This is an optimization exercise on Yosys and OpenROAD, whose aim is a short achievable clock period and few clock cycles, not a production implementation.
At most, simulation tests tie the RTL to the original design; equivalence was not proved.
For run 4, only the layout was checked, not whether the RTL still works.
Power is estimated from default activity; no workload was simulated.

`run.sh`:
```
#!/bin/bash
# synth_recipe.tcl (not shown) runs the flow's synth.tcl, then flattens the netlist and writes it again
# the make line also repeats each setting of config.mk as NAME=value (left out here)
make -C /OpenROAD-flow-scripts/flow DESIGN_CONFIG=/design/flow/config.mk WORK_HOME=/design/flow/orfs CLKGATE_MAP_FILE= SYNTH_SCRIPT=/design/flow/synth_recipe.tcl finish
```
`config.mk`:
```
export PLATFORM = sky130hd
export DESIGN_NAME = dmac_top
export DESIGN_NICKNAME = dmac_top
export VERILOG_FILES = /design/flow/design.v
export SDC_FILE = /design/flow/constraint.sdc
export NUM_CORES = 4
export LEC_CHECK = 0
export ABC_CLOCK_PERIOD_IN_PS = 2500
export CAP_MARGIN = 20
export CORE_MARGIN = 2
export CORE_UTILIZATION = 40
export SETUP_SLACK_MARGIN = 3.5
export SLEW_MARGIN = 20
```
`constraint.sdc`:
```
create_clock -name core_clock -period 6.0 [get_ports {HCLK}]
set_input_delay 1.2000 -clock core_clock [delete_from_list [all_inputs] [get_ports {HCLK}]]
set_output_delay 1.2000 -clock core_clock [all_outputs]
set_load 0.01 [all_outputs]
```
`design.v`:
```
package dmac_pkg;
   typedef logic [31:0] word_t;
   typedef logic [11:0] reg_offset_t;
   typedef logic [11:0] xfer_size_t;    
   typedef logic [2:0]  burst_code_t;
   typedef logic [4:0]  beat_cnt_t;     
   typedef enum logic [1:0] {
      TRANS_IDLE   = 2'b00,
      TRANS_BUSY   = 2'b01,
      TRANS_NONSEQ = 2'b10,
      TRANS_SEQ    = 2'b11
   } htrans_t;
   typedef enum logic [2:0] {
      BURST_SINGLE = 3'b000,
      BURST_INCR   = 3'b001,
      BURST_INCR4  = 3'b011,
      BURST_INCR8  = 3'b101,
      BURST_INCR16 = 3'b111
   } hburst_t;
   typedef enum logic [2:0] {
      MS_IDLE, MS_REQ, MS_RADDR, MS_RDATA, MS_WADDR, MS_WDATA
   } master_state_t;
endpackage
`timescale 1ns/1ps
module dmac_top (
   input  logic       HCLK,
   input  logic       HRESETn,
   input  logic       hsel,
   input  logic       hready,
   input  logic       hwrite,
   input  logic [1:0]    htrans,
   input  logic [31:0]      haddr,
   input  logic [31:0]      hwdata,
   output logic [31:0]      s_hrdata,
   output logic [1:0] s_hresp,
   output logic       hreadyout,
   input  logic [31:0]      hrdata,
   input  logic       hgrant,
   output logic       hbusreq,
   output logic [1:0]    m_htrans,
   output logic [31:0]      m_haddr,
   output logic       m_hwrite,
   output logic [2:0]    m_hburst,
   output logic [31:0]      m_hwdata,
   output logic       dmacintr
);
   logic rd_cfg_q, rd_src_q, rd_dst_q, rd_ctrl_q, rd_chcfg_q;
   logic wr_cfg_q, wr_src_q, wr_dst_q, wr_ctrl_q, wr_chcfg_q;
   logic bad_q;          
   logic hresp_q;
   logic hready_q;
   logic [31:0] hrdata_q;
   logic        glb_en;
   logic [31:0] src_base;
   logic [31:0] dst_base;
   logic [11:0] xfer_size;
   logic [2:0]  burst_code;
   logic        ch_en;
   logic        int_mask;
   logic        int_pend;
   logic        nz_q;       
   logic        run_q;      
   logic        intr_q;     
   logic        addr_valid;
   logic        a_cfg, a_src, a_dst, a_ctrl, a_chcfg, a_mapped;
   logic        rd_cfg_n, rd_src_n, rd_dst_n, rd_ctrl_n, rd_chcfg_n;
   logic        wr_cfg_n, wr_src_n, wr_dst_n, wr_ctrl_n, wr_chcfg_n;
   logic        bad_n;
   logic        we_cfg, we_src, we_dst, we_ctrl, we_chcfg;
   logic        glb_en_n;
   logic [31:0] src_n;
   logic [31:0] dst_n;
   logic [11:0] size_n;
   logic [2:0]  bc_n;
   logic        ch_en_n, int_mask_n, int_pend_n;
   logic        size_dec;
   logic        done;
   assign addr_valid = hsel && hready && htrans[1];
   assign a_cfg    = (haddr[11:0] == 12'h030);
   assign a_src    = (haddr[11:0] == 12'h100);
   assign a_dst    = (haddr[11:0] == 12'h104);
   assign a_ctrl   = (haddr[11:0] == 12'h10C);
   assign a_chcfg  = (haddr[11:0] == 12'h110);
   assign a_mapped = a_cfg || a_src || a_dst || a_ctrl || a_chcfg;
   always_comb begin
      if (bad_q) begin
         {rd_cfg_n, rd_src_n, rd_dst_n, rd_ctrl_n, rd_chcfg_n} = '0;
         {wr_cfg_n, wr_src_n, wr_dst_n, wr_ctrl_n, wr_chcfg_n} = '0;
         bad_n = 1'b0;
      end else if (addr_valid) begin
         rd_cfg_n   = !hwrite && a_cfg;
         rd_src_n   = !hwrite && a_src;
         rd_dst_n   = !hwrite && a_dst;
         rd_ctrl_n  = !hwrite && a_ctrl;
         rd_chcfg_n = !hwrite && a_chcfg;
         wr_cfg_n   = hwrite && a_cfg;
         wr_src_n   = hwrite && a_src;
         wr_dst_n   = hwrite && a_dst;
         wr_ctrl_n  = hwrite && a_ctrl;
         wr_chcfg_n = hwrite && a_chcfg;
         bad_n      = hwrite && !a_mapped;
      end else begin
         rd_cfg_n   = rd_cfg_q   && !hready;
         rd_src_n   = rd_src_q   && !hready;
         rd_dst_n   = rd_dst_q   && !hready;
         rd_ctrl_n  = rd_ctrl_q  && !hready;
         rd_chcfg_n = rd_chcfg_q && !hready;
         wr_cfg_n   = wr_cfg_q   && !hready;
         wr_src_n   = wr_src_q   && !hready;
         wr_dst_n   = wr_dst_q   && !hready;
         wr_ctrl_n  = wr_ctrl_q  && !hready;
         wr_chcfg_n = wr_chcfg_q && !hready;
         bad_n      = 1'b0;
      end
   end
   assign we_cfg   = wr_cfg_q   && hready;
   assign we_src   = wr_src_q   && hready;
   assign we_dst   = wr_dst_q   && hready;
   assign we_ctrl  = wr_ctrl_q  && hready;
   assign we_chcfg = wr_chcfg_q && hready;
   always_comb begin
      glb_en_n   = we_cfg ? hwdata[0] : glb_en;
      src_n      = we_src ? hwdata : src_base;
      dst_n      = we_dst ? hwdata : dst_base;
      if (we_ctrl) begin
         size_n = hwdata[11:0];
         bc_n   = hwdata[14:12];
      end else begin
         size_n = size_dec ? xfer_size - 12'(4) : xfer_size;
         bc_n   = burst_code;
      end
      if (we_chcfg) begin
         ch_en_n    = hwdata[0];
         int_mask_n = hwdata[1];
         int_pend_n = hwdata[2];
      end else begin
         ch_en_n    = ch_en && !done;
         int_mask_n = int_mask;
         int_pend_n = int_pend || done;
      end
   end
   always_ff @(posedge HCLK or negedge HRESETn) begin
      if (!HRESETn) begin
         {rd_cfg_q, rd_src_q, rd_dst_q, rd_ctrl_q, rd_chcfg_q} <= '0;
         {wr_cfg_q, wr_src_q, wr_dst_q, wr_ctrl_q, wr_chcfg_q} <= '0;
         bad_q      <= 1'b0;
         hresp_q    <= 1'b0;
         hready_q   <= 1'b1;
         hrdata_q   <= '0;
         glb_en     <= 1'b0;
         src_base   <= '0;
         dst_base   <= '0;
         xfer_size  <= '0;
         burst_code <= '0;
         ch_en      <= 1'b0;
         int_mask   <= 1'b0;
         int_pend   <= 1'b0;
         nz_q       <= 1'b0;
         run_q      <= 1'b0;
         intr_q     <= 1'b0;
      end else begin
         {rd_cfg_q, rd_src_q, rd_dst_q, rd_ctrl_q, rd_chcfg_q} <=
            {rd_cfg_n, rd_src_n, rd_dst_n, rd_ctrl_n, rd_chcfg_n};
         {wr_cfg_q, wr_src_q, wr_dst_q, wr_ctrl_q, wr_chcfg_q} <=
            {wr_cfg_n, wr_src_n, wr_dst_n, wr_ctrl_n, wr_chcfg_n};
         bad_q      <= bad_n;
         hresp_q    <= bad_n || bad_q;        
         hready_q   <= !bad_n;
         hrdata_q   <= ({32{rd_cfg_n}}   & {31'd0, glb_en_n}) |
                       ({32{rd_src_n}}   & src_n) |
                       ({32{rd_dst_n}}   & dst_n) |
                       ({32{rd_ctrl_n}}  & {17'd0, bc_n, size_n}) |
                       ({32{rd_chcfg_n}} & {29'd0, int_pend_n, int_mask_n, ch_en_n});
         glb_en     <= glb_en_n;
         src_base   <= src_n;
         dst_base   <= dst_n;
         xfer_size  <= size_n;
         burst_code <= bc_n;
         ch_en      <= ch_en_n;
         int_mask   <= int_mask_n;
         int_pend   <= int_pend_n;
         nz_q       <= (size_n[11:2] != '0);
         run_q      <= glb_en_n && ch_en_n;
         intr_q     <= int_pend_n && int_mask_n;
      end
   end
   assign s_hrdata  = hrdata_q;
   assign s_hresp   = {1'b0, hresp_q};
   assign hreadyout = hready_q;
   assign dmacintr  = intr_q;
   logic        busy_q;       
   logic        wgnt_q;       
   logic [1:0]  trans_q;
   logic [31:2] addr_q;
   logic        write_q;
   logic [2:0]  burst_q;
   logic [4:0]  cnt_q;        
   logic        last_q;       
   logic [4:0]  len_q;        
   logic        l1_q;         
   logic [31:2] rs_q;         
   logic [31:2] ws_q;         
   logic [9:0]  rem_q;        
   logic        dp_q;         
   logic        dpw_q;        
   logic        dpl_q;        
   logic [31:0] rq_q;         
   logic        rv_q;         
   logic [3:0]  fill_q;       
   logic [3:0]  drain_q;      
   logic [31:0] mem [16];
   logic [31:0] wd_q;
   logic        go;
   logic        first;
   logic        acc;
   logic        more;
   logic [4:0]  plen;
   logic [2:0]  pcode;
   logic        tail;
   logic [4:0]  nlen;
   logic [2:0]  ncode;
   logic [31:2] addr_inc;
   logic [31:0] wsrc;
   always_comb begin
      case (burst_code)
         3'd0:    begin plen = 5'd1;  pcode = 3'b000; end    
         3'd1:    begin plen = 5'd4;  pcode = 3'b011; end    
         3'd2:    begin plen = 5'd8;  pcode = 3'b101; end    
         default: begin plen = 5'd16; pcode = 3'b111; end    
      endcase
   end
   assign tail  = (rem_q < {5'd0, plen});
   assign nlen  = tail ? rem_q[4:0] : plen;
   assign ncode = tail ? 3'b001 : pcode;              
   assign more  = (rem_q != '0);
   assign go       = !busy_q && run_q && nz_q;
   assign first    = wgnt_q && hready && hgrant;
   assign acc      = hready && trans_q[1];
   assign addr_inc = addr_q + 30'd1;
   assign size_dec = hready && dp_q && dpw_q;
   assign done     = hready && (dpl_q || (!busy_q && run_q && !nz_q));
   always_ff @(posedge HCLK or negedge HRESETn) begin
      if (!HRESETn) begin
         busy_q  <= 1'b0;
         wgnt_q  <= 1'b0;
         trans_q <= 2'b00;
         addr_q  <= '0;
         write_q <= 1'b0;
         burst_q <= 3'b000;
         cnt_q   <= '0;
         last_q  <= 1'b0;
         len_q   <= '0;
         l1_q    <= 1'b0;
         rs_q    <= '0;
         ws_q    <= '0;
         rem_q   <= '0;
         dp_q    <= 1'b0;
         dpw_q   <= 1'b0;
         dpl_q   <= 1'b0;
      end else begin
         if (go) begin
            busy_q <= 1'b1;
            wgnt_q <= 1'b1;
            addr_q <= src_base[31:2];
            ws_q   <= dst_base[31:2];
            rem_q  <= xfer_size[11:2];
         end else if (first) begin
            wgnt_q  <= 1'b0;
            trans_q <= 2'b10;
            write_q <= 1'b0;
            burst_q <= ncode;
            len_q   <= nlen;
            l1_q    <= (nlen == 5'd1);
            cnt_q   <= nlen;
            last_q  <= (nlen == 5'd1);
            rem_q   <= rem_q - {5'd0, nlen};
         end else if (acc) begin
            if (!last_q) begin
               addr_q  <= addr_inc;
               trans_q <= 2'b11;
               cnt_q   <= cnt_q - 5'd1;
               last_q  <= (cnt_q == 5'd2);
            end else if (!write_q) begin
               rs_q    <= addr_inc;
               addr_q  <= ws_q;
               trans_q <= 2'b10;
               write_q <= 1'b1;
               cnt_q   <= len_q;
               last_q  <= l1_q;
            end else begin
               ws_q    <= addr_inc;
               addr_q  <= rs_q;
               write_q <= 1'b0;
               trans_q <= more ? 2'b10 : 2'b00;
               burst_q <= ncode;
               len_q   <= nlen;
               l1_q    <= (nlen == 5'd1);
               cnt_q   <= nlen;
               last_q  <= (nlen == 5'd1);
               rem_q   <= rem_q - {5'd0, nlen};
            end
         end
         if (done)
            busy_q <= 1'b0;
         if (acc) begin
            dp_q  <= 1'b1;
            dpw_q <= write_q;
            dpl_q <= write_q && last_q && !more;
         end else if (hready) begin
            dp_q  <= 1'b0;
            dpw_q <= 1'b0;
            dpl_q <= 1'b0;
         end
      end
   end
   always_ff @(posedge HCLK or negedge HRESETn) begin
      if (!HRESETn) begin
         rv_q    <= 1'b0;
         fill_q  <= '0;
         drain_q <= '0;
      end else begin
         rv_q <= hready && dp_q && !dpw_q;
         if (go) begin
            fill_q  <= '0;
            drain_q <= '0;
         end else begin
            if (rv_q)
               fill_q <= fill_q + 4'd1;
            if (acc && write_q)
               drain_q <= drain_q + 4'd1;
         end
      end
   end
   always_ff @(posedge HCLK) begin
      rq_q <= hrdata;
      if (rv_q)
         mem[fill_q] <= rq_q;
   end
   assign wsrc = l1_q ? hrdata :
                 (rv_q && fill_q == drain_q) ? rq_q : mem[drain_q];
   always_ff @(posedge HCLK or negedge HRESETn) begin
      if (!HRESETn)
         wd_q <= '0;
      else if (acc && write_q)
         wd_q <= wsrc;
   end
   assign hbusreq  = busy_q || (run_q && nz_q);
   assign m_htrans = trans_q;
   assign m_haddr  = {addr_q, 2'b00};
   assign m_hwrite = write_q;
   assign m_hburst = burst_q;
   assign m_hwdata = wd_q;
endmodule
```
==> results_dict.tcl, run 1 <==
set metrics [dict create \
    dp_hpwl_um 51200 \
    holdWs_ns 0.480 \
    rows 107 \
    port_buffers 186 \
    syn_area_mm2 0.0343 \
    clock_sinks 839 \
    postLayoutCoreUtil_pct 49.5 \
    ant_nets 0 \
    tns_ns 0 \
    netSwitchingFraction_pct 31.6 \
    async_flop_share_pct 35.2 \
    clock_skew_ns 0.0193 \
    required_ns 6.57 \
    crit_cells 13 \
    yosysWarnings 1 \
    synth_cell_type_count 77 \
    nNetsFinal 2690 \
    crit_type "reg -> reg" \
    slew_headroom_pct 30.4 \
    crit_path_start_kind "register" \
    die_w_um 297 \
    multi_input_area_mm2 0.0108 \
    arrival_ns 4.14 \
    cts_tree "done" \
    fillers 7189 \
    ioPinCount 211 \
    numCtsBuffers 88 \
    avgSynthCellArea_um2 15.0 \
    synth_ff_type "edfxtp_1" \
    fmax_mhz 280 \
    cp_slowest_stage_delay_ns 0.46 \
    final-seq-area_mm2 0.0234 \
    ctsHoldBuffers 0 \
    cts_root_buf "clkbuf_16" \
    power.switching_w 0.00606 \
    power.density_mw_per_mm2 455 \
    rsz0062_at_grt "yes" \
    crit_path_frequent_cell "a21oi_4" \
    reg2reg_depth 13 \
    clk_pin_slew_ns 0.06 \
    r2r-start "burst_code[1]" \
    vias_per_cell 5.69 \
    vias 21600 \
    power.total_w 0.0192 \
    netlist_instances 2287 \
    ir_drop_mv 0.336 \
    grt_pass1_vias 22300 \
    gr-total-overflow 0 \
    endpoint "rem_q[8]" \
    die_h_um 297 \
    worst-path-max-fanout 5 \
    cts_buffer_depth 3 \
    routed_wirelength_um 93600 \
    pwr-share-clk_pct 30.2 \
    status "timing/DRC/antenna clean" \
    min_path_type "reg -> reg" \
    htree_num_levels 3 \
    critPathTopFamily "compound AO/OA/AOI/OAI gates" \
    slowest_stage "dfrtp_2" \
    setup_viol 0 \
    drtPass1Iterations 8 \
    p_int_w 0.0131 \
    hold_viol 0 \
    grt_max_degree 109 \
    first_iter_violations 1970 \
    finalCritPeriodShare_pct 59.6 \
    synth_edf_count 512 \
    antenna_found_initial 3 \
    initial_core_util_pct 40.3 \
    crit_start "burst_code[1]" \
    clock_latency_ns 0.65 \
    crit_chain "a21oi_4 -> ha_2 -> or4_4 -> a211o_1 -> a21oi_4 -> mux2_4 -> ha_4 -> and2_4 -> a22o_4 -> nor4_4 -> o21ai_1 -> or3_1 -> a31oi_1" \
    synth-seq-cells 839 \
    gp_congestion 0.818 \
    drv_slew 0 \
    path_buf_inv 0 \
    seq_power_share_pct 39.7 \
    dieArea_mm2 0.0881 \
    cp-end-kind "register" \
    worst_pin_slew_ns 1.04 \
    r2r-end "rem_q[8]" \
    r2r_slack_ns 2.42 \
    drive_gt1_share_pct 26.6 \
    min_period_ns 3.58 \
    drc 0 \
    cap_violations 0 \
    grt_pass1_wl_um 139000 \
    synthToLayoutAreaGrowth_pct 22.8 \
    grt_use_total_pct 20.8 \
    coreArea_mm2 0.0851 \
    p_comb_share_pct 30.1 \
    leakage_nw 15.6 \
    wl_per_cell_um 24.7 \
    ys_seq_area_share_pct 68.2 \
]
## per-stage QoR
step	setup WS, ns	std cells	instance area, um^2
after global placement	1.73	3511	37600
after CTS	2.54	3763	41800
after floorplan	2.65	2289	34500
after global routing	2.32	3789	42100
final	2.42	3789	42100
after detailed placement	1.73	3511	37600
## power groups by stage
stage          registers, W  logic [W]  clock network (W)
2_1_floorplan       0.00755    0.00342                  0
3_3_place_gp        0.00787    0.00481                  0
3_5_place_dp        0.00791    0.00489                  0
4_1_cts             0.00763    0.00562            0.00588
5_1_grt             0.00770    0.00626            0.00612
6_report            0.00762    0.00577            0.00579
## cell type report
type	instances	share of cell area (%)
flip-flops and latches	839	55.7
diodes	2	0.0119
well taps	1144	3.40
clock buffers	122	5.87
multi-input cells	1271	25.7
clock inverters	42	1.51
repair inverters	4	0.116
inverters	34	0.350
repair buffers	331	7.37
## state kept, by name, indices dropped and copies added, names as in the netlist, 2 cells and up
| signal | count |
|---|---|
| mem | 512 |
| dst_base | 32 |
| hrdata_q | 32 |
| rq_q | 32 |
| src_base | 32 |
| wd_q | 32 |
| addr_q | 30 |
| rs_q | 30 |
| ws_q | 30 |
| xfer_size | 12 |
| rem_q | 10 |
| cnt_q | 5 |
| len_q | 5 |
| drain_q | 4 |
| fill_q | 4 |
| burst_code | 3 |
| burst_q | 3 |
| trans_q | 2 |
## kinds of logic (layout without fill, tap and decap cells)
| logic type | Yosys count | count (layout) | synth area share (%) |
|---|---|---|---|
| DFF | 839 | 839 | 68.2 |
| AOI/OAI and AO/OA | 542 | 543 | 9.75 |
| and+or+nand+nor | 413 | 415 | 5.97 |
| muxes | 239 | 239 | 12.0 |
| buffers and inverters | 182 | 533 | 2.11 |
| xor gates and xnor gates | 54 | 54 | 1.38 |
| adders and majority gates | 17 | 17 | 0.620 |
| other | 1 | 5 | 0.0109 |
## what timing repair did
item	in CTS	in global routing
pin swaps	29	31
setup endpoints to repair	334	133
setup buffers	79	21
resized for setup	442	60
cloned	9	3
## synthesized netlist by cell type (17+ instances only)
cell        n  area, um^2
a21o_1     26         195
a21oi_1   204        1020
a22o_1     36         315
a22oi_1    74         556
and2_1     25         156
buf_1      19        71.3
buf_2      20         100
clkbuf_1  105         394
dfrtp_1   294        7360
dfxtp_1    32         641
edfxtp_1  512       15400
ha_1       17         213
inv_1      33         124
mux2_2     87         980
mux2i_1    23         230
mux4_2    128        2880
nand2_1   104         390
nand3_1    32         160
nand3b_1   33         248
nor2_1    131         492
o21ai_0   114         571
o22ai_1    18         113
xnor2_1    28         245
xor2_1     26         228
## routing by layer
metal	wire length [um]	part of all wire, %	track usage, %	vias up
li1	-	-	-	9393
met2	46600	50	34.7	784
met3	5940	6.3	3.28	141
met1	38600	41	27.9	11200
met4	2550	2.7	6.90	2
met5	15	0.016	0	-
## how the worst min path moves through the flow
stage                 startpoint        to  slack [ns]  cells past startpoint
detailed placement      len_q[0]  len_q[0]        0.47                      2
global placement         rs_q[2]   rs_q[2]        0.47                      2
CTS                 dst_base[16]  ws_q[16]        0.49                      1
global route            len_q[0]  len_q[0]        0.50                      2
floorplan           dst_base[16]  ws_q[16]        0.44                      1
finish              dst_base[22]  ws_q[22]        0.48                      1
## placed cells by master, fill, tap and decap left out, types with 17 or more instances in the layout
| cell type | netlist | final |
|---|---|---|
| xor2_1 | 26 | 25 |
| dfxtp_1 | 32 | 32 |
| buf_6 | 0 | 20 |
| buf_4 | 4 | 106 |
| a22oi_1 | 74 | 74 |
| nand3_1 | 32 | 30 |
| mux2i_1 | 23 | 23 |
| clkdlybuf4s15_1 | 0 | 45 |
| a21o_1 | 26 | 26 |
| clkbuf_16 | 0 | 91 |
| nand3b_1 | 33 | 33 |
| clkdlybuf4s50_1 | 0 | 70 |
| dfrtp_1 | 294 | 263 |
| a21oi_1 | 204 | 198 |
| buf_2 | 20 | 43 |
| and2_2 | 0 | 17 |
| clkbuf_1 | 105 | 22 |
| inv_1 | 33 | 32 |
| nor2_1 | 131 | 124 |
| dfrtp_2 | 0 | 28 |
| mux2_2 | 87 | 84 |
| o21ai_0 | 114 | 111 |
| nand2_1 | 104 | 97 |
| o22ai_1 | 18 | 18 |
| edfxtp_1 | 512 | 512 |
| mux4_2 | 128 | 128 |
| xnor2_1 | 28 | 28 |
| a22o_1 | 36 | 34 |
Testbench counts, summed over its fixed seeds: cycles 22,325.
==> run 2, diff against run 1 <==
--- a/config.mk
+++ b/config.mk
@@ -5,9 +5,7 @@
 export SDC_FILE = /design/flow/constraint.sdc
 export NUM_CORES = 4
 export LEC_CHECK = 0
-export ABC_CLOCK_PERIOD_IN_PS = 2500
 export CAP_MARGIN = 20
 export CORE_MARGIN = 2
 export CORE_UTILIZATION = 40
-export SETUP_SLACK_MARGIN = 3.5
 export SLEW_MARGIN = 20
==> results_dict.tcl, run 2 <==
set metrics [dict create \
    largest-register "mem" \
    synth_cell_type_count 77 \
    crit_start "burst_code[0]" \
    vias_per_cell 5.61 \
    netSwitchingFraction_pct 31.0 \
    power.total_w 0.0185 \
    gp_congestion 0.839 \
    synth_ff_type "edfxtp_1" \
    status "timing/DRC/antenna clean" \
    ctsHoldBuffers 0 \
    finalCritPeriodShare_pct 68.8 \
    rows 107 \
    coreArea_mm2 0.0851 \
    drtPass1Iterations 5 \
    hold_path_depth 1 \
    slew_headroom_pct 31.0 \
    finalInstanceArea_mm2 0.0407 \
    crit_path_start_kind "register" \
    async_flop_share_pct 35.2 \
    synthToLayoutAreaGrowth_pct 18.6 \
    avgSynthCellArea_um2 15.0 \
    fillers 7259 \
    postLayoutCoreUtil_pct 47.8 \
    cp-end-kind "register" \
    cts_tree "done" \
    cap_violations 0 \
    diodes 0 \
    ir_drop_mv 0.337 \
    numCtsBuffers 90 \
    yosysMostFrequentCell "edfxtp_1" \
    dp_hpwl_um 50700 \
    layout_commonest_cell "edfxtp_1" \
    r2r-start "burst_code[0]" \
    power.density_mw_per_mm2 455 \
    clock_latency_ns 0.67 \
    antenna_found_initial 1 \
    tns_ns 0 \
    clock_sinks 839 \
    grt_pass1_wl_um 133000 \
    worst-path-max-fanout 7 \
    drv_slew 0 \
    wl_per_cell_um 23.7 \
    p_int_w 0.0128 \
    hp-start "dst_base[22]" \
    required_ns 6.57 \
    yosys-top-cells-count "edfxtp_1 (512), dfrtp_1 (294), a21oi_1 (204), nor2_1 (131), mux4_2 (128)" \
    leakage_nw 14.7 \
    hold_viol 0 \
    die_h_um 297 \
    syn_area_mm2 0.0343 \
    drive_gt1_share_pct 17.5 \
    netlist.area_leader.share_pct 44.8 \
    crit_type "reg -> reg" \
    min_path_type "reg -> reg" \
    worstHoldEndpoint "ws_q[22]" \
    fmax_mhz 242 \
    seq_power_share_pct 42.1 \
    port_buffers 186 \
    reg2reg_depth 14 \
    cts_root_buf "clkbuf_16" \
    dp_cells 3516 \
    routed_wirelength_um 87200 \
    netlist_instances 2287 \
    gr-total-overflow 0 \
    place_area_mm2 0.0375 \
    worst_pin_slew_ns 1.03 \
    final-seq-area_mm2 0.0234 \
    layout_common_cells "edfxtp_1 (512), dfrtp_1 (290), a21oi_1 (202)" \
    grt_use_total_pct 19.7 \
    p_comb_share_pct 26.1 \
    ant_nets 0 \
    rsz0062_at_grt "no" \
    r2r-end "rem_q[8]" \
    synth.area.top_cells "edfxtp_1 (45%), dfrtp_1 (21%), mux4_2 (8.4%), a21oi_1 (3.0%), mux2_2 (2.9%)" \
    clk_pin_slew_ns 0.06 \
    r2r_slack_ns 1.87 \
    ioPinCount 211 \
    cts_buffer_depth 3 \
    ys_seq_area_share_pct 68.2 \
    drc 0 \
    vias 20700 \
    clock_skew_ns 0.0586 \
    grt_pass1_vias 21600 \
    synth-seq-cells 839 \
    first_iter_violations 1844 \
    multi_input_area_mm2 0.0103 \
    synth_edf_count 512 \
    largest_register_ffs 512 \
    setup_viol 0 \
    post_cts_buffers 0 \
    yosysWarnings 1 \
    nNetsFinal 2585 \
    initial_core_util_pct 40.3 \
    finalNonFillerCells 3684 \
    pwr-share-clk_pct 31.8 \
    min_period_ns 4.13 \
    cts_resized 0 \
    power.switching_w 0.00573 \
    grt_max_degree 115 \
    arrival_ns 4.69 \
    synth_top_area_cell "edfxtp_1" \
    dieArea_mm2 0.0881 \
    die_w_um 297 \
    htree_num_levels 3 \
]
## run 2: power by group through the flow
stage          sequential, W  combinational (W)  clock [W]
2_1_floorplan        0.00754            0.00337          0
3_3_place_gp         0.00786            0.00477          0
3_5_place_dp         0.00791            0.00485          0
4_1_cts              0.00780            0.00488    0.00601
5_1_grt              0.00792            0.00527    0.00624
6_report             0.00780            0.00482    0.00589
## run 2: how the worst max path moves through the flow
stage	to	cells after the start
after floorplan	rem_q[9]	12
after global placement	rs_q[19]	10
after detailed placement	rs_q[14]	10
after CTS	rem_q[8]	14
after global routing	rem_q[9]	12
final	rem_q[8]	14
## run 2: cell type report
cell class                 count  share of cell area, %
sequential                   839                   57.5
multi-input combinational   1268                   25.2
clock buffer                 118                   6.06
timing repair buffer         231                   5.48
tap                         1144                   3.52
clock inverter                50                   1.86
inverter                      34                  0.314
## run 2: metal layers
layer / GRT usage [%] / vias to the layer above / part of all wire [%]
met4: 4.98 / 2 / 1.7
li1: - / 9152 / -
met2: 33.9 / 680 / 51
met3: 3.05 / 104 / 6.2
met5: 0 / - / 0.015
met1: 26.0 / 10700 / 41
## run 2: worst max-delay path, stage by stage, from the launching register on
cell and delay [ns]:
dfrtp_1 0.45, nor2_1 0.16, nand2_1 0.13, ha_1 0.34, a21o_1 0.24, a211o_1 0.37, a21oi_2 0.29, mux2_2 0.43
ha_1 0.37, and2_1 0.20, a22o_1 0.24, nor4_1 0.16, o21ai_1 0.16, or3_1 0.34, a31oi_1 0.17
## run 2: kinds of logic (layout without fill, tap and decap cells)
| kind of cell | after synthesis | after routing | synth area share, % |
|---|---|---|---|
| xor+xnor | 54 | 54 | 1.38 |
| mux | 239 | 239 | 12.0 |
| flops | 839 | 839 | 68.2 |
| simple gates | 413 | 413 | 5.97 |
| fa+ha+maj | 17 | 17 | 0.620 |
| other cells | 1 | 3 | 0.0109 |
| buf+inv | 182 | 433 | 2.11 |
| compound gates | 542 | 542 | 9.75 |
## run 2: stage by stage
step,setup WS [ns],hold WS (ns)
6_report,1.87,0.483
5_1_grt,1.66,0.501
4_1_cts,1.95,0.489
3_5_place_dp,1.55,0.475
3_3_place_gp,1.64,0.464
2_1_floorplan,2.43,0.444
==> run 3, diff against run 2 <==
--- a/config.mk
+++ b/config.mk
@@ -5,7 +5,9 @@
 export SDC_FILE = /design/flow/constraint.sdc
 export NUM_CORES = 4
 export LEC_CHECK = 0
+export ABC_CLOCK_PERIOD_IN_PS = 1500
 export CAP_MARGIN = 20
 export CORE_MARGIN = 2
 export CORE_UTILIZATION = 40
+export SETUP_SLACK_MARGIN = 4.5
 export SLEW_MARGIN = 20
==> results_dict.tcl, run 3 <==
set metrics [dict create \
    crit_type "reg -> reg" \
    power.total_w 0.0223 \
    crit_start "burst_code[0]" \
    routed_wirelength_um 120000 \
    arrival_ns 4.07 \
    cts_buffer_depth 3 \
    crit_path_start_kind "register" \
    drive_gt1_share_pct 50.9 \
    required_ns 6.57 \
    gr-total-overflow 0 \
    initial_core_util_pct 40.3 \
    synthAdderAreaFrac_pct 0.620 \
    dieArea_mm2 0.0881 \
    endpoint "rem_q[8]" \
    clock_latency_ns 0.66 \
    syn_area_mm2 0.0343 \
    grt_pass1_vias 25100 \
    synth-simple-area-share_pct 5.97 \
    layout_common_cells "edfxtp_1 (512), dfrtp_1 (249), buf_6 (175)" \
    dp_cells 3499 \
    synth_edf_count 512 \
    finalNonFillerCells 4157 \
    finalCritPeriodShare_pct 58.3 \
    yosys-top-cells-count "edfxtp_1 (512), dfrtp_1 (294), a21oi_1 (204), nor2_1 (131), mux4_2 (128)" \
    first_iter_violations 2667 \
    min_period_ns 3.50 \
    status "timing/DRC/antenna clean" \
    hold_viol 0 \
    die_h_um 297 \
    setup_viol 0 \
    grt_use_total_pct 26.0 \
    vias_per_cell 5.97 \
    clock_sinks 839 \
    yosysMostFrequentCell "edfxtp_1" \
    dp_hpwl_um 49100 \
    cts_root_buf "clkbuf_16" \
    cp-end-kind "register" \
    synth-xor-area-share_pct 1.38 \
    clock_skew_ns 0.0510 \
    yosysWarnings 1 \
    drc 0 \
    rows 107 \
    worst-path-max-fanout 4 \
    antenna_found_initial 1 \
    wl_per_cell_um 28.9 \
    synth-seq-cells 839 \
    largest-register "mem" \
    cts_tree "done" \
    clk_pin_slew_ns 0.06 \
    largest_register_ffs 512 \
    die_w_um 297 \
    ant_nets 0 \
    coreArea_mm2 0.0851 \
    fmax_mhz 286 \
    drtPass1Iterations 5 \
    synth_ff_type "edfxtp_1" \
    rsz0062_at_grt "yes" \
    htree_num_levels 3 \
    ys_seq_area_share_pct 68.2 \
    r2r-start "burst_code[0]" \
    grt_pass1_wl_um 170000 \
    power.density_mw_per_mm2 442 \
    grt_max_degree 58 \
    reg2reg_depth 13 \
    leakage_nw 19.1 \
    avgSynthCellArea_um2 15.0 \
    netlist_instances 2287 \
    synth.area.top_cells "edfxtp_1 (45%), dfrtp_1 (21%), mux4_2 (8.4%), a21oi_1 (3.0%), mux2_2 (2.9%)" \
    ioPinCount 211 \
    numCtsBuffers 90 \
    vias 24800 \
    diodes 0 \
    gp_congestion 0.795 \
    port_buffers 186 \
    cap_violations 0 \
    synth_top_family_by_area "multiplexers" \
    nNetsFinal 3059 \
    worst_pin_slew_ns 1.07 \
    async_flop_share_pct 35.2 \
    drv_slew 0 \
    ir_drop_mv 0.340 \
    netlist.area_leader.share_pct 44.8 \
    synth_cell_type_count 77 \
    r2r-end "rem_q[8]" \
    synth_top_area_cell "edfxtp_1" \
    synth_mux_area_share_pct 12.0 \
    layout_commonest_cell "edfxtp_1" \
    min_path_type "in -> async" \
    slew_headroom_pct 28.5 \
    synth_compound_area_share_pct 9.75 \
    synthToLayoutAreaGrowth_pct 47.3 \
    tns_ns 0 \
    r2r_slack_ns 2.50 \
]
==> run 3: metal layers <==
layer,track usage (%),vias to the layer above,wire length [um]
li1,-,10100,-
met1,33.5,12900,45000
met2,42.3,1428,57400
met3,5.62,332,11200
met4,11.5,0,6420
met5,0,-,0
==> run 3: area by class of cell <==
class	count	area, um^2
Timing Repair Buffer	678	8710
Fill cell	6124	34600
Clock inverter	39	463
Tap cell	1144	1430
Multi-Input combinational cell	1290	13800
Sequential cell	839	23500
Inverter	34	153
Clock buffer	128	2470
Timing Repair inverter	5	62.6
==> run 3: through the flow <==
step	worst slack, ns	instance area, um^2	utilization [%]	hold WS, ns
6_report	2.50	50500	59.3	0.391
3_5_place_dp	1.92	38300	45.0	0.471
3_3_place_gp	1.98	38300	45.0	0.468
5_1_grt	2.38	50500	59.3	0.401
2_1_floorplan	2.66	35900	-	0.443
4_1_cts	2.56	48400	56.8	0.389
==> run 3: repair_timing <==
item | CTS | global route
pin swaps | 169 | 172
hold buffers | 0 | 0
gates resized for setup | 1059 | 267
setup buffers | 320 | 88
gates cloned | 78 | 5
setup endpoints to repair | 1097 | 804
endpoints found under the hold margin | 0 | 0
==> run 3: how the worst min path moves through the flow <==
stage                            end         start  slack [ns]
after global placement      len_q[0]      len_q[0]        0.47
after CTS                 addr_q[17]       HRESETn        0.39
after floorplan             len_q[0]      len_q[0]        0.44
after global routing      addr_q[17]       HRESETn        0.40
after detailed placement    ws_q[16]  dst_base[16]        0.47
final                     addr_q[17]       HRESETn        0.39
==> run 3: critical path, cell delays in order, from the launching register on <==
cell     delay [ns]
dfrtp_2        0.47
a21oi_4        0.10
ha_4           0.17
or4_4          0.42
a211o_1        0.34
a21oi_4        0.21
mux2_4         0.35
ha_4           0.23
and2_4         0.16
a22o_1         0.19
nor4_1         0.17
o21ai_1        0.12
or3_1          0.32
a31oi_1        0.14
==> run 3: kinds of logic (layout without fill, tap and decap cells) <==
logic type | count (synthesis) | after routing
AO/OA/AOI/OAI | 542 | 543
XOR/XNOR | 54 | 54
adder cells (fa/ha/maj) | 17 | 17
buffers and inverters | 182 | 884
flip-flops | 839 | 839
multiplexers | 239 | 239
other | 1 | 3
AND/OR/NAND/NOR | 413 | 434
==> run 3: report_power, final <==
| group | switching [W] | internal, W |
|---|---|---|
| Sequential | 0.000820 | 0.00696 |
| Clock | 0.00242 | 0.00313 |
| Combinational | 0.00441 | 0.00459 |
| Total | 0.00765 | 0.0147 |
==> run 4, diff against run 3 <==
--- a/design.v
+++ b/design.v
@@ -73,6 +73,9 @@
    logic [11:0] size_n;
    logic [2:0]  bc_n;
    logic        ch_en_n, int_mask_n, int_pend_n;
+   logic        nz_n, run_q_n;
+   assign nz_n    = (size_n[11:2] != '0);
+   assign run_q_n = glb_en_n && ch_en_n;
    logic        size_dec;
    logic        done;
    assign addr_valid = hsel && hready && htrans[1];
@@ -179,8 +182,8 @@
          ch_en      <= ch_en_n;
          int_mask   <= int_mask_n;
          int_pend   <= int_pend_n;
-         nz_q       <= (size_n[11:2] != '0);
-         run_q      <= glb_en_n && ch_en_n;
+         nz_q       <= nz_n;
+         run_q      <= run_q_n;
          intr_q     <= int_pend_n && int_mask_n;
       end
    end
@@ -189,6 +192,7 @@
    assign hreadyout = hready_q;
    assign dmacintr  = intr_q;
    logic        busy_q;       
+   logic        hbr_q;        
    logic        wgnt_q;       
    logic [1:0]  trans_q;
    logic [31:2] addr_q;
@@ -196,11 +200,18 @@
    logic [2:0]  burst_q;
    logic [4:0]  cnt_q;        
    logic        last_q;       
+   logic        c2_q;         
    logic [4:0]  len_q;        
    logic        l1_q;         
+   logic        l2_q;         
    logic [31:2] rs_q;         
    logic [31:2] ws_q;         
    logic [9:0]  rem_q;        
+   logic [4:0]  nlen_q;
+   logic [2:0]  ncode_q;
+   logic        nl1_q;
+   logic        nl2_q;
+   logic        more_q;       
    logic        dp_q;         
    logic        dpw_q;        
    logic        dpl_q;        
@@ -213,13 +224,16 @@
    logic        go;
    logic        first;
    logic        acc;
-   logic        more;
+   logic        bstart;
    logic [4:0]  plen;
    logic [2:0]  pcode;
-   logic        tail;
-   logic [4:0]  nlen;
-   logic [2:0]  ncode;
+   logic [9:0]  nrem;
+   logic        ntail;
+   logic [4:0]  flen;
+   logic [2:0]  fcode;
    logic [31:2] addr_inc;
+   logic [31:2] addr_acc;
+   logic [1:0]  trans_acc;
    logic [31:0] wsrc;
    always_comb begin
       case (burst_code)
@@ -229,19 +243,30 @@
          default: begin plen = 5'd16; pcode = 3'b111; end    
       endcase
    end
-   assign tail  = (rem_q < {5'd0, plen});
-   assign nlen  = tail ? rem_q[4:0] : plen;
-   assign ncode = tail ? 3'b001 : pcode;              
-   assign more  = (rem_q != '0);
+   assign nrem  = busy_q ? rem_q : xfer_size[11:2];
+   assign ntail = (nrem < {5'd0, plen});
+   assign flen  = ntail ? nrem[4:0] : plen;
+   assign fcode = ntail ? 3'b001 : pcode;              
    assign go       = !busy_q && run_q && nz_q;
    assign first    = wgnt_q && hready && hgrant;
    assign acc      = hready && trans_q[1];
+   assign bstart   = first || (acc && last_q && write_q);
    assign addr_inc = addr_q + 30'd1;
+   assign addr_acc = !last_q ? addr_inc : write_q ? rs_q : ws_q;
+   always_comb begin
+      if (!last_q)
+         trans_acc = 2'b11;
+      else if (!write_q || more_q)
+         trans_acc = 2'b10;
+      else
+         trans_acc = 2'b00;
+   end
    assign size_dec = hready && dp_q && dpw_q;
    assign done     = hready && (dpl_q || (!busy_q && run_q && !nz_q));
    always_ff @(posedge HCLK or negedge HRESETn) begin
       if (!HRESETn) begin
          busy_q  <= 1'b0;
+         hbr_q   <= 1'b0;
          wgnt_q  <= 1'b0;
          trans_q <= 2'b00;
          addr_q  <= '0;
@@ -249,67 +274,71 @@
          burst_q <= 3'b000;
          cnt_q   <= '0;
          last_q  <= 1'b0;
+         c2_q    <= 1'b0;
          len_q   <= '0;
          l1_q    <= 1'b0;
+         l2_q    <= 1'b0;
          rs_q    <= '0;
          ws_q    <= '0;
          rem_q   <= '0;
+         nlen_q  <= '0;
+         ncode_q <= 3'b000;
+         nl1_q   <= 1'b0;
+         nl2_q   <= 1'b0;
+         more_q  <= 1'b0;
          dp_q    <= 1'b0;
          dpw_q   <= 1'b0;
          dpl_q   <= 1'b0;
       end else begin
+         busy_q <= go || (busy_q && !(hready && dpl_q));
+         hbr_q  <= (go || (busy_q && !(hready && dpl_q))) || (run_q_n && nz_n);
+         wgnt_q <= go || (wgnt_q && !(hready && hgrant));
+         nlen_q  <= flen;
+         ncode_q <= fcode;
+         nl1_q   <= (flen == 5'd1);
+         nl2_q   <= (flen == 5'd2);
+         more_q  <= (nrem != '0);
          if (go) begin
-            busy_q <= 1'b1;
-            wgnt_q <= 1'b1;
             addr_q <= src_base[31:2];
-            ws_q   <= dst_base[31:2];
             rem_q  <= xfer_size[11:2];
-         end else if (first) begin
-            wgnt_q  <= 1'b0;
+         end else if (bstart)
+            rem_q  <= rem_q - {5'd0, nlen_q};
+         if (go)
+            ws_q <= dst_base[31:2];
+         else if (trans_q[1] && write_q)
+            ws_q <= addr_inc;
+         if (trans_q[1] && !write_q)
+            rs_q <= addr_inc;
+         if (first) begin
             trans_q <= 2'b10;
-            write_q <= 1'b0;
-            burst_q <= ncode;
-            len_q   <= nlen;
-            l1_q    <= (nlen == 5'd1);
-            cnt_q   <= nlen;
-            last_q  <= (nlen == 5'd1);
-            rem_q   <= rem_q - {5'd0, nlen};
          end else if (acc) begin
-            if (!last_q) begin
-               addr_q  <= addr_inc;
-               trans_q <= 2'b11;
-               cnt_q   <= cnt_q - 5'd1;
-               last_q  <= (cnt_q == 5'd2);
-            end else if (!write_q) begin
-               rs_q    <= addr_inc;
-               addr_q  <= ws_q;
-               trans_q <= 2'b10;
-               write_q <= 1'b1;
-               cnt_q   <= len_q;
-               last_q  <= l1_q;
+            trans_q <= trans_acc;
+            addr_q  <= addr_acc;
+            write_q <= write_q ^ last_q;
+         end
+         if (bstart) begin
+            burst_q <= ncode_q;
+            len_q   <= nlen_q;
+            l1_q    <= nl1_q;
+            l2_q    <= nl2_q;
+            cnt_q   <= nlen_q;
+            last_q  <= nl1_q;
+            c2_q    <= nl2_q;
+         end else if (acc) begin
+            if (last_q) begin
+               cnt_q  <= len_q;
+               last_q <= l1_q;
+               c2_q   <= l2_q;
             end else begin
-               ws_q    <= addr_inc;
-               addr_q  <= rs_q;
-               write_q <= 1'b0;
-               trans_q <= more ? 2'b10 : 2'b00;
-               burst_q <= ncode;
-               len_q   <= nlen;
-               l1_q    <= (nlen == 5'd1);
-               cnt_q   <= nlen;
-               last_q  <= (nlen == 5'd1);
-               rem_q   <= rem_q - {5'd0, nlen};
+               cnt_q  <= cnt_q - 5'd1;
+               last_q <= c2_q;
+               c2_q   <= (cnt_q == 5'd3);
             end
          end
-         if (done)
-            busy_q <= 1'b0;
-         if (acc) begin
-            dp_q  <= 1'b1;
-            dpw_q <= write_q;
-            dpl_q <= write_q && last_q && !more;
-         end else if (hready) begin
-            dp_q  <= 1'b0;
-            dpw_q <= 1'b0;
-            dpl_q <= 1'b0;
+         if (hready) begin
+            dp_q  <= trans_q[1];
+            dpw_q <= trans_q[1] && write_q;
+            dpl_q <= trans_q[1] && write_q && last_q && !more_q;
          end
       end
    end
@@ -344,7 +373,7 @@
       else if (acc && write_q)
          wd_q <= wsrc;
    end
-   assign hbusreq  = busy_q || (run_q && nz_q);
+   assign hbusreq  = hbr_q;
    assign m_htrans = trans_q;
    assign m_haddr  = {addr_q, 2'b00};
    assign m_hwrite = write_q;
==> results_dict.tcl, run 4 <==
set metrics [dict create \
    fillers 5942 \
    tns_ns 0 \
    avgSynthCellArea_um2 15.6 \
    synthToLayoutAreaGrowth_pct 47.7 \
    yosysWarnings 1 \
    synth-simple-area-share_pct 6.90 \
    ys_seq_area_share_pct 68.6 \
    ioPinCount 211 \
    status "timing/DRC/antenna clean" \
    largest-register "mem" \
    grt_pass1_vias 24600 \
    dieArea_mm2 0.0890 \
    grt_pass1_wl_um 166000 \
    htree_num_levels 3 \
    power.density_mw_per_mm2 237 \
    crit_type "in -> reg" \
    hold_viol 0 \
    synth.area.top_cells "edfxtp_1 (44%), dfrtp_1 (22%), mux4_2 (10%), dfxtp_1 (1.8%), mux2_2 (1.8%)" \
    leakage_nw 19.8 \
    die_w_um 298 \
    netlist_instances 2217 \
    cp-end-kind "register" \
    routed_wirelength_um 123000 \
    min_path_type "reg -> reg" \
    slew_headroom_pct 42.5 \
    clock_latency_ns 0.69 \
    synth_top_family_by_area "multiplexers" \
    synth_top_area_cell "edfxtp_1" \
    synth_cell_type_count 65 \
    r2r_slack_ns 3.39 \
    vias_per_cell 5.96 \
    netSwitchingFraction_pct 22.0 \
    dp_cells 3453 \
    finalNonFillerCells 4166 \
    finalInstanceArea_mm2 0.0512 \
    port_buffers 186 \
    largest_register_ffs 512 \
    dp_hpwl_um 50000 \
    ant_nets 0 \
    die_h_um 298 \
    rows 107 \
    async_flop_share_pct 36.2 \
    first_iter_violations 3016 \
    postLayoutCoreUtil_pct 59.8 \
    drtPass1Iterations 7 \
    wl_per_cell_um 29.6 \
    required_ns 6.57 \
    diodes 0 \
    clock_skew_ns 0.0544 \
    arrival_ns 3.20 \
    grt_max_degree 112 \
    p_comb_share_pct 2.5 \
    place_area_mm2 0.0385 \
    numCtsBuffers 91 \
    synth-xor-area-share_pct 1.09 \
    finalCritPeriodShare_pct 43.8 \
    netlist.area_leader.share_pct 44.4 \
    synth_compound_area_share_pct 6.21 \
    cts_tree "done" \
    coreArea_mm2 0.0855 \
    drive_gt1_share_pct 47.7 \
    min_period_ns 2.63 \
    synthAdderAreaFrac_pct 0.672 \
    fmax_mhz 380 \
    vias 24800 \
    nNetsFinal 3066 \
    layout_commonest_cell "edfxtp_1" \
    synth_edf_count 512 \
    cts_root_buf "clkbuf_16" \
    pwr-share-clk_pct 45.3 \
    worst_pin_slew_ns 0.862 \
    clock_sinks 853 \
    antenna_found_initial 1 \
    rsz0062_at_grt "yes" \
    yosys-top-cells-count "edfxtp_1 (512), dfrtp_1 (308), nand2_1 (168), mux4_2 (160), nor2_1 (154)" \
    syn_area_mm2 0.0346 \
    initial_core_util_pct 40.5 \
    ctsHoldBuffers 0 \
    cts_buffer_depth 3 \
    layout_common_cells "edfxtp_1 (512), dfrtp_1 (255), buf_4 (203)" \
    drv_slew 0 \
    synth-seq-cells 853 \
    seq_power_share_pct 52.2 \
    crit_path_start_kind "input port" \
    clk_pin_slew_ns 0.06 \
    synth_ff_type "edfxtp_1" \
    worst-path-max-fanout 4 \
    ir_drop_mv 0.198 \
    cap_violations 0 \
    synth_mux_area_share_pct 14.6 \
    power.switching_w 0.00266 \
    yosysMostFrequentCell "edfxtp_1" \
    gr-total-overflow 0 \
    setup_viol 0 \
    gp_congestion 0.800 \
    p_int_w 0.00945 \
    drc 0 \
    grt_use_total_pct 25.4 \
]
run 4: worst paths after layout:
kind                         startpoint      endpoint  cells past startpoint
hold reg to reg              ncode_q[0]    burst_q[0]                      2
max in group asynchronous       HRESETn          l1_q                      2
setup reg to reg           xfer_size[3]         hbr_q                      8
setup / recovery                 hready         hbr_q                      8
min in group asynchronous       HRESETn  hrdata_q[19]                      1
hold / removal               ncode_q[0]    burst_q[0]                      2
run 4: per-layer routing:
metal | vias up | wire length [um] | track usage [%]
met5 | - | 12 | 0
met4 | 2 | 7110 | 10.5
met3 | 388 | 11200 | 5.55
met2 | 1532 | 61000 | 42.3
met1 | 12900 | 44200 | 32.3
li1 | 10100 | - | -
run 4: power groups by stage:
stage	Sequential (W)	Clock (W)	Combinational (W)
6_report	0.00632	0.00549	0.000308
5_1_grt	0.00632	0.00578	0.000326
4_1_cts	0.00632	0.00552	0.000279
3_5_place_dp	0.00644	0	0.000196
3_3_place_gp	0.00643	0	0.000192
2_1_floorplan	0.00641	0	0.0000672
run 4: cell families after synthesis:
kind of cell / count (synthesis)
DFF: 853
AOI/OAI and AO/OA: 330
muxes: 294
adders and majority gates: 18
xor gates and xnor gates: 43
and+or+nand+nor: 504
buffers and inverters: 174
other: 1
run 4: what timing repair did:
item	4_1_cts	5_1_grt
setup buffers	306	131
gates cloned	82	23
gates resized for setup	1091	275
pin swaps	126	131
setup endpoints to repair	1118	942
run 4: layout make-up:
class / count / area [um^2] / area share [%]
Clock buffer: 122 / 2500 / 4.89
Clock inverter: 49 / 410 / 0.802
Inverter: 37 / 150 / 0.293
Multi-Input combinational cell: 1205 / 12700 / 24.9
Sequential cell: 853 / 23800 / 46.6
Tap cell: 1144 / 1430 / 2.80
Timing Repair Buffer: 756 / 10100 / 19.8
run 4: critical path, stage by stage:
cell,delay [ns]
buf_12,0.09
buf_8,0.10
nand4_1,0.16
o31ai_1,0.36
a31oi_2,0.16
or3_4,0.43
or4_4,0.50
a21o_1,0.18
run 4: per-stage QoR:
| stage | hold WS, ns | worst slack [ns] | total power [W] |
|---|---|---|---|
| after global placement | 0.431 | 1.68 | 0.00662 |
| after global routing | 0.469 | 3.37 | 0.0124 |
| after CTS | 0.445 | 3.45 | 0.0121 |
| after floorplan | 0.414 | 3.10 | 0.00648 |
| after detailed placement | 0.430 | 1.68 | 0.00663 |
| final | 0.440 | 3.37 | 0.0121 |
==> run 5, diff against run 4 <==
--- a/design.v
+++ b/design.v
@@ -74,7 +74,8 @@
    logic [2:0]  bc_n;
    logic        ch_en_n, int_mask_n, int_pend_n;
    logic        nz_n, run_q_n;
-   assign nz_n    = (size_n[11:2] != '0);
+   assign nz_n    = we_ctrl  ? (hwdata[11:2] != '0) :
+                    size_dec ? (xfer_size[11:2] != 10'd1) : nz_q;
    assign run_q_n = glb_en_n && ch_en_n;
    logic        size_dec;
    logic        done;
@@ -291,7 +292,7 @@
          dpl_q   <= 1'b0;
       end else begin
          busy_q <= go || (busy_q && !(hready && dpl_q));
-         hbr_q  <= (go || (busy_q && !(hready && dpl_q))) || (run_q_n && nz_n);
+         hbr_q  <= (go || (busy_q && !(hready && dpl_q))) || (run_q_n && nz_q);
          wgnt_q <= go || (wgnt_q && !(hready && hgrant));
          nlen_q  <= flen;
          ncode_q <= fcode;
--- a/config.mk
+++ b/config.mk
@@ -5,7 +5,7 @@
 export SDC_FILE = /design/flow/constraint.sdc
 export NUM_CORES = 4
 export LEC_CHECK = 0
-export ABC_CLOCK_PERIOD_IN_PS = 1500
+export ABC_CLOCK_PERIOD_IN_PS = 800
 export CAP_MARGIN = 20
 export CORE_MARGIN = 2
 export CORE_UTILIZATION = 40
==> results_dict.tcl, run 5 <==
set metrics [dict create \
    dieArea_mm2 0.0899 \
    finalNonFillerCells 4271 \
    layout_common_cells "edfxtp_1 (512), dfrtp_1 (256), nand2_1 (189)" \
    worst_pin_slew_ns 0.718 \
    die_w_um 300 \
    synth_top_area_cell "edfxtp_1" \
    nNetsFinal 3161 \
    fmax_mhz 398 \
    synth_cell_type_count 85 \
    slew_headroom_pct 52.1 \
    synth_edf_count 512 \
    reg2reg_depth 9 \
    pwr-share-clk_pct 45.2 \
    numCtsBuffers 90 \
    tns_ns 0 \
    vias_per_cell 6.01 \
    ys_seq_area_share_pct 67.8 \
    min_period_ns 2.51 \
    rows 108 \
    ant_nets 0 \
    gr-total-overflow 0 \
    yosys-top-cells-count "edfxtp_1 (512), dfrtp_1 (308), nand2_1 (230), mux2i_1 (156), o21ai_0 (127)" \
    power.switching_w 0.00302 \
    yosysWarnings 1 \
    leakage_nw 19.6 \
    required_ns 4.80 \
    synth_ff_type "edfxtp_1" \
    cts_root_buf "clkbuf_16" \
    grt_pass1_vias 25300 \
    status "timing/DRC/antenna clean" \
    antenna_found_initial 2 \
    drv_slew 0 \
    drtPass1Iterations 7 \
    cp-end-kind "output port" \
    port_buffers 186 \
    first_iter_violations 2828 \
    grt_use_met3_pct 5.17 \
    cts_buffer_depth 3 \
    hold_viol 0 \
    largest-register "mem" \
    coreArea_mm2 0.0868 \
    routed_wirelength_um 129000 \
    rsz0062_at_grt "yes" \
    slowest_stage "dfrtp_4" \
    wl_per_cell_um 30.1 \
    grt_max_degree 95 \
    avgSynthCellArea_um2 14.8 \
    drive_gt1_share_pct 45.3 \
    gp_congestion 0.833 \
    r2r_slack_ns 3.59 \
    layout_commonest_cell "edfxtp_1" \
    synth-seq-cells 853 \
    clk_pin_slew_ns 0.06 \
    finalCritPeriodShare_pct 41.8 \
    r2r-end "nl2_q" \
    setup_ws_ns 3.49 \
    yosysMostFrequentCell "edfxtp_1" \
    synthToLayoutAreaGrowth_pct 47.6 \
    dp_cells 3605 \
    grt_pass1_wl_um 171000 \
    drc 0 \
    netlist_instances 2371 \
    grt.met1_usage_pct 32.8 \
    crit_path_start_kind "register" \
    seq_power_share_pct 49.4 \
    clock_latency_ns 0.69 \
    p_comb_share_pct 5.5 \
    place_area_mm2 0.0393 \
    htree_num_levels 3 \
    path_buf_inv 1 \
    power.total_w 0.0131 \
    arrival_ns 1.31 \
    worst-path-max-fanout 2 \
    use_met2_pct 43.4 \
    ctsHoldBuffers 0 \
    initial_core_util_pct 40.4 \
    pre_cts_ws_ns 2.43 \
    finalInstanceArea_mm2 0.0517 \
    ioPinCount 211 \
    busiest_layer "met2" \
    async_flop_share_pct 36.2 \
    cap_violations 0 \
    crit_type "reg -> out" \
    grt_use_total_pct 26.0 \
    dp_hpwl_um 52300 \
    r2r-start "busy_q" \
    p_int_w 0.0101 \
    netSwitchingFraction_pct 23.0 \
    largest_register_ffs 512 \
    synth.area.top_cells "edfxtp_1 (44%), dfrtp_1 (22%), mux4_2 (4.8%), mux2i_1 (4.5%), mux2_2 (2.6%)" \
    cts_tree "done" \
    cp_slowest_stage_delay_ns 0.52 \
    netlist.area_leader.share_pct 43.9 \
    power.density_mw_per_mm2 254 \
    crit_chain "buf_6" \
    ir_drop_mv 0.231 \
    vias 25700 \
    syn_area_mm2 0.0350 \
    critPathTopFamily "flip-flops" \
    clock_skew_ns 0.0790 \
    setup_viol 0 \
    die_h_um 300 \
    clock_sinks 853 \
    min_path_type "in -> async" \
]
-- run 5: cell types whose count changed after synthesis, moves of 17 or more --
cell | previous run | this run
a221oi_1 | 8 | 62
a22oi_1 | 15 | 32
a31oi_1 | 17 | 42
buf_2 | 2 | 38
clkbuf_1 | 100 | 81
mux2_1 | 27 | 0
mux2_2 | 56 | 81
mux2i_1 | 51 | 156
mux4_2 | 160 | 75
nand2_1 | 168 | 230
nor2_1 | 154 | 79
o21ai_0 | 60 | 127
o21ai_1 | 46 | 16
-- run 5: power groups by stage --
stage	Combinational (W)	Clock [W]	Sequential, W
2_1_floorplan	0.000237	0	0.00651
6_report	0.000718	0.00592	0.00647
4_1_cts	0.000604	0.00594	0.00644
3_3_place_gp	0.000401	0	0.00655
3_5_place_dp	0.000412	0	0.00656
5_1_grt	0.000757	0.00618	0.00647
-- run 5: timing repair --
item,CTS,global route
cloned,79,34
gates resized for setup,1063,277
pin swaps,132,128
setup endpoints to repair,1134,1068
setup buffers,289,94
-- run 5: through the flow --
step | util (%) | hold slack [ns]
global placement | 45.3 | 0.441
detailed placement | 45.3 | 0.439
finish | 59.5 | 0.414
CTS | 56.3 | 0.464
global route | 59.5 | 0.421
floorplan | - | 0.421
-- run 5: worst max path at each step --
stage                   to  startpoint  slack [ns]  depth (start not counted)
2_1_floorplan  hrdata_q[1]   htrans[1]        3.49                          9
3_3_place_gp    addr_q[17]      hgrant        2.45                          5
3_5_place_dp    addr_q[18]      hgrant        2.43                          5
4_1_cts           m_hwrite     write_q        3.48                          1
5_1_grt           m_hwrite     write_q        3.48                          1
6_report          m_hwrite     write_q        3.49                          1
-- run 5: kinds of logic (layout without fill, tap and decap cells) --
group	after synthesis	after routing	share of synthesized area, %
other cells	1	4	0.0107
xor+xnor	57	57	1.45
mux	312	312	11.9
flops	853	853	67.8
compound gates	457	459	8.64
simple gates	494	509	7.16
fa+ha+maj	19	19	0.700
buf+inv	178	903	2.32
-- run 5: per-layer routing --
metal | part of all wire (%) | vias to the layer above | routed length [um]
met5 | 0.024 | - | 31
met4 | 6.4 | 4 | 8230
met3 | 9.5 | 467 | 12200
met2 | 48 | 1621 | 62100
met1 | 36 | 13100 | 46100
li1 | - | 10500 | -
-- run 5: area by class of cell --
| type | count | area, um^2 |
|---|---|---|
| Fill cell | 6135 | 35100 |
| Sequential cell | 853 | 23800 |
| Multi-Input combinational cell | 1359 | 13700 |
| Timing Repair Buffer | 707 | 9410 |
| Clock buffer | 120 | 2570 |
| Tap cell | 1155 | 1450 |
| Clock inverter | 49 | 616 |
| Inverter | 27 | 114 |
| Antenna cell | 1 | 2.50 |
Testbench counts of run 5, summed over its fixed seeds: cycles 22,325.
==> run 6, diff against run 5 <==
--- a/config.mk
+++ b/config.mk
@@ -5,9 +5,8 @@
 export SDC_FILE = /design/flow/constraint.sdc
 export NUM_CORES = 4
 export LEC_CHECK = 0
-export ABC_CLOCK_PERIOD_IN_PS = 800
 export CAP_MARGIN = 20
 export CORE_MARGIN = 2
-export CORE_UTILIZATION = 40
+export CORE_UTILIZATION = 65
 export SETUP_SLACK_MARGIN = 4.5
 export SLEW_MARGIN = 20
==> results_dict.tcl, run 6 <==
set metrics [dict create \
    status "aborted with a tool error" \
    stop_stage "global routing" \
    error_line "[ERROR GRT-0232] Routing congestion too high. Check the congestion heatmap in the GUI." \
    rows 85 \
    synth_ff_type "edfxtp_1" \
    synth_edf_count 512 \
    place_area_mm2 0.0387 \
    numCtsBuffers 84 \
    cts_root_buf "clkbuf_16" \
    ioPinCount 211 \
    dp_cells 3145 \
    netlist_instances 2371 \
    grt_use_total_pct 101 \
    gr-total-overflow 2645 \
    netlist.area_leader.share_pct 43.9 \
    gp_congestion 0.882 \
    yosysMostFrequentCell "edfxtp_1" \
    synth-seq-cells 853 \
    ctsHoldBuffers 0 \
    worst-ep-kind "output port" \
    port_buffers 186 \
    syn_area_mm2 0.0350 \
    grt_max_degree 77 \
    ys_seq_area_share_pct 67.8 \
    synth_top_area_cell "edfxtp_1" \
    clock_sinks 853 \
    initial_core_util_pct 65.4 \
    yosys-top-cells-count "edfxtp_1 (512), dfrtp_1 (308), nand2_1 (230), mux2i_1 (156), o21ai_0 (127)" \
    cts_buffer_depth 3 \
    dp_hpwl_um 48900 \
    yosysWarnings 1 \
    async_flop_share_pct 36.2 \
    die_w_um 236 \
    htree_num_levels 3 \
    synth_cell_type_count 85 \
    die_h_um 236 \
    worst_endpoint "m_hwrite" \
    synth.area.top_cells "edfxtp_1 (44%), dfrtp_1 (22%), mux4_2 (4.8%), mux2i_1 (4.5%), mux2_2 (2.6%)" \
    avgSynthCellArea_um2 14.8 \
]
[run 6: cell counts after synthesis]
Identical to the previous run, type by type.
[run 6: per-layer routing]
| layer | GRT overflow | GRT usage, % |
|---|---|---|
| met1 | 107 | 95.3 |
| met3 | 92 | 89.9 |
| met5 | 23 | 74.9 |
| met4 | 704 | 107 |
| met2 | 1719 | 114 |
[run 6: repair_timing]
item / 4_1_cts
buffers inserted: 273
pin swaps: 134
endpoints found under the setup margin: 1121
gates resized for setup: 1091
cloned: 84
[run 6: power groups by stage]
stage / combinational, W / sequential [W] / clock [W]
after floorplan: 0.000237 / 0.00651 / 0
after global placement: 0.000390 / 0.00655 / 0
after detailed placement: 0.000400 / 0.00656 / 0
after CTS: 0.000578 / 0.00644 / 0.00567
[run 6: how the worst max path moves through the flow]
stage	slack, ns	depth (start not counted)	to
CTS	3.50	1	m_hwrite
detailed placement	2.16	6	wd_q[15]
global placement	2.26	6	wd_q[25]
floorplan	3.49	9	hrdata_q[1]
[run 6: per-stage QoR]
step,worst slack [ns],util [%]
after global placement,2.26,72.4
after floorplan,3.49,-
after CTS,3.50,89.9
after detailed placement,2.16,72.4
[run 6: cells by family after synthesis]
group	share of synthesized area, %
simple gates	7.16
buf+inv	2.32
xor+xnor	1.45
other cells	0.0107
compound gates	8.64
flops	67.8
mux	11.9
fa+ha+maj	0.700
==> run 7, diff against run 6 <==
--- a/config.mk
+++ b/config.mk
@@ -5,8 +5,9 @@
 export SDC_FILE = /design/flow/constraint.sdc
 export NUM_CORES = 4
 export LEC_CHECK = 0
+export ABC_CLOCK_PERIOD_IN_PS = 1500
 export CAP_MARGIN = 20
 export CORE_MARGIN = 2
-export CORE_UTILIZATION = 65
+export CORE_UTILIZATION = 40
 export SETUP_SLACK_MARGIN = 4.5
 export SLEW_MARGIN = 20
==> results_dict.tcl, run 7 <==
set metrics [dict create \
    yosysWarnings 1 \
    synth_cell_type_count 85 \
    coreArea_mm2 0.0868 \
    finalCritPeriodShare_pct 41.8 \
    wl_per_cell_um 30.1 \
    synth-seq-cells 853 \
    die_w_um 300 \
    fmax_mhz 398 \
    ant_nets 0 \
    worst-path-max-fanout 2 \
    grt_use_total_pct 26.0 \
    numCtsBuffers 90 \
    cp-end-kind "output port" \
    grt_pass1_vias 25300 \
    yosys-top-cells-count "edfxtp_1 (512), dfrtp_1 (308), nand2_1 (230), mux2i_1 (156), o21ai_0 (127)" \
    drc 0 \
    avgSynthCellArea_um2 14.8 \
    netlist.area_leader.share_pct 43.9 \
    die_h_um 300 \
    netSwitchingFraction_pct 23.0 \
    seq_power_share_pct 49.4 \
    ys_seq_area_share_pct 67.8 \
    leakage_nw 19.6 \
    nNetsFinal 3161 \
    clk_pin_slew_ns 0.06 \
    layout_commonest_cell "edfxtp_1" \
    initial_core_util_pct 40.4 \
    cts_tree "done" \
    netlist_instances 2371 \
    largest-register "mem" \
    routed_wirelength_um 129000 \
    synth_edf_count 512 \
    vias_per_cell 6.01 \
    layout_common_cells "edfxtp_1 (512), dfrtp_1 (256), nand2_1 (189)" \
    path_buf_inv 1 \
    critPathTopFamily "flip-flops" \
    synth_ff_type "edfxtp_1" \
    ctsHoldBuffers 0 \
    first_iter_violations 2828 \
    p_int_w 0.0101 \
    hold_viol 0 \
    worst_pin_slew_ns 0.718 \
    cp_slowest_stage_delay_ns 0.52 \
    dieArea_mm2 0.0899 \
    dp_hpwl_um 52300 \
    min_path_type "in -> async" \
    clock_skew_ns 0.0790 \
    pwr-share-clk_pct 45.2 \
    rows 108 \
    gp_congestion 0.833 \
    ir_drop_mv 0.231 \
    required_ns 4.80 \
    grt_max_degree 95 \
    yosysMostFrequentCell "edfxtp_1" \
    antenna_found_initial 2 \
    gr-total-overflow 0 \
    power.density_mw_per_mm2 254 \
    clock_latency_ns 0.69 \
    crit_chain "buf_6" \
    clock_sinks 853 \
    vias 25700 \
    drive_gt1_share_pct 45.3 \
    drtPass1Iterations 7 \
    cts_buffer_depth 3 \
    finalInstanceArea_mm2 0.0517 \
    place_area_mm2 0.0393 \
    crit_type "reg -> out" \
    slew_headroom_pct 52.1 \
    synth.area.top_cells "edfxtp_1 (44%), dfrtp_1 (22%), mux4_2 (4.8%), mux2i_1 (4.5%), mux2_2 (2.6%)" \
    crit_path_start_kind "register" \
    power.switching_w 0.00302 \
    htree_num_levels 3 \
    rsz0062_at_grt "yes" \
    port_buffers 186 \
    cts_root_buf "clkbuf_16" \
    min_period_ns 2.51 \
    synth_top_area_cell "edfxtp_1" \
    cap_violations 0 \
    status "timing/DRC/antenna clean" \
    async_flop_share_pct 36.2 \
    synthToLayoutAreaGrowth_pct 47.6 \
    arrival_ns 1.31 \
    tns_ns 0 \
    setup_viol 0 \
    drv_slew 0 \
    slowest_stage "dfrtp_4" \
    largest_register_ffs 512 \
    ioPinCount 211 \
    grt_pass1_wl_um 171000 \
    syn_area_mm2 0.0350 \
    p_comb_share_pct 5.5 \
]
[run 7: final timing paths]
| kind | start | slack [ns] | to | depth (start not counted) |
|---|---|---|---|---|
| max reg2reg | busy_q | 3.59 | nl2_q | 9 |
| max | write_q | 3.49 | m_hwrite | 1 |
| min | HRESETn | 0.41 | rs_q[30] | 1 |
| max in group asynchronous | HRESETn | 4.76 | last_q | 2 |
| min reg2reg | dst_base[2] | 0.46 | ws_q[2] | 2 |
| min in group core_clock | dst_base[2] | 0.46 | ws_q[2] | 2 |
[run 7: final cells by class]
class                           count  area (um^2)
Fill cell                        6135        35100
Clock buffer                      120         2570
Clock inverter                     49          616
Multi-Input combinational cell   1359        13700
Inverter                           27          114
Sequential cell                   853        23800
Tap cell                         1155         1450
Timing Repair Buffer              707         9410
Antenna cell                        1         2.50
[run 7: logic make-up after synthesis]
kind of cell	synth area share, %
other	0.0107
AOI/OAI and AO/OA	8.64
buffers and inverters	2.32
muxes	11.9
xor gates and xnor gates	1.45
adders and majority gates	0.700
and+or+nand+nor	7.16
DFF	67.8
[run 7: repair_timing]
item,4_1_cts,5_1_grt
resized for setup,1063,277
buffers inserted,289,94
gates cloned,79,34
endpoints found under the hold margin,0,0
setup endpoints to repair,1134,1068
pin swaps,132,128
[run 7: per-layer routing]
metal  routed length (um)  vias to the layer above  global-route usage (%)
li1                     -                    10500                       -
met1                46100                    13100                    32.8
met2                62100                     1621                    43.4
met3                12200                      467                    5.17
met4                 8230                        4                    11.7
met5                   31                        -                       0
[run 7: metrics by stage]
step | power (W) | setup WS [ns] | util, % | cells | hold slack, ns
CTS | 0.0130 | 3.48 | 56.3 | 4142 | 0.464
global route | 0.0134 | 3.48 | 59.5 | 4270 | 0.421
finish | 0.0131 | 3.49 | 59.5 | 4271 | 0.414
floorplan | 0.00674 | 3.49 | - | 2373 | 0.421
global placement | 0.00695 | 2.45 | 45.3 | 3605 | 0.441
detailed placement | 0.00697 | 2.43 | 45.3 | 3605 | 0.439
[run 7: power by group through the flow]
stage / sequential (W) / combinational [W] / clock (W)
2_1_floorplan: 0.00651 / 0.000237 / 0
3_3_place_gp: 0.00655 / 0.000401 / 0
3_5_place_dp: 0.00656 / 0.000412 / 0
4_1_cts: 0.00644 / 0.000604 / 0.00594
5_1_grt: 0.00647 / 0.000757 / 0.00618
6_report: 0.00647 / 0.000718 / 0.00592

==> separate check: timing with driven ports <==
Ports are ideal in the flow. The routed layouts listed here were re-timed in OpenROAD.
Step 1, drivers: a clkbuf_16 drives HCLK and a buf_2 each remaining input, both assumed.
Step 2 times the ports against the registers' clock, not the clock port: input delays grow and output delays shrink by t, the midpoint of the rising clock arrivals with the driver on.
Three values: no drivers, after step 1, after step 2; two values: the first two.
| run | t, ns | setup slack, ns |
|---|---|---|
| run 1 | 0.705 | 2.422 / 2.422 / 2.422 |
| run 2 | 0.707 | 1.873 / 1.873 / 1.505 |
| run 3 | 0.719 | 2.500 / 2.500 / 2.500 |
| run 4 | 0.728 | 3.371 / 3.328 / 2.600 |
| run 5 | 0.727 | 3.490 / 3.420 / 3.076 |
| run 7 | 0.727 | 3.490 / 3.420 / 3.076 |
After both steps setup and hold are still met in every run listed.
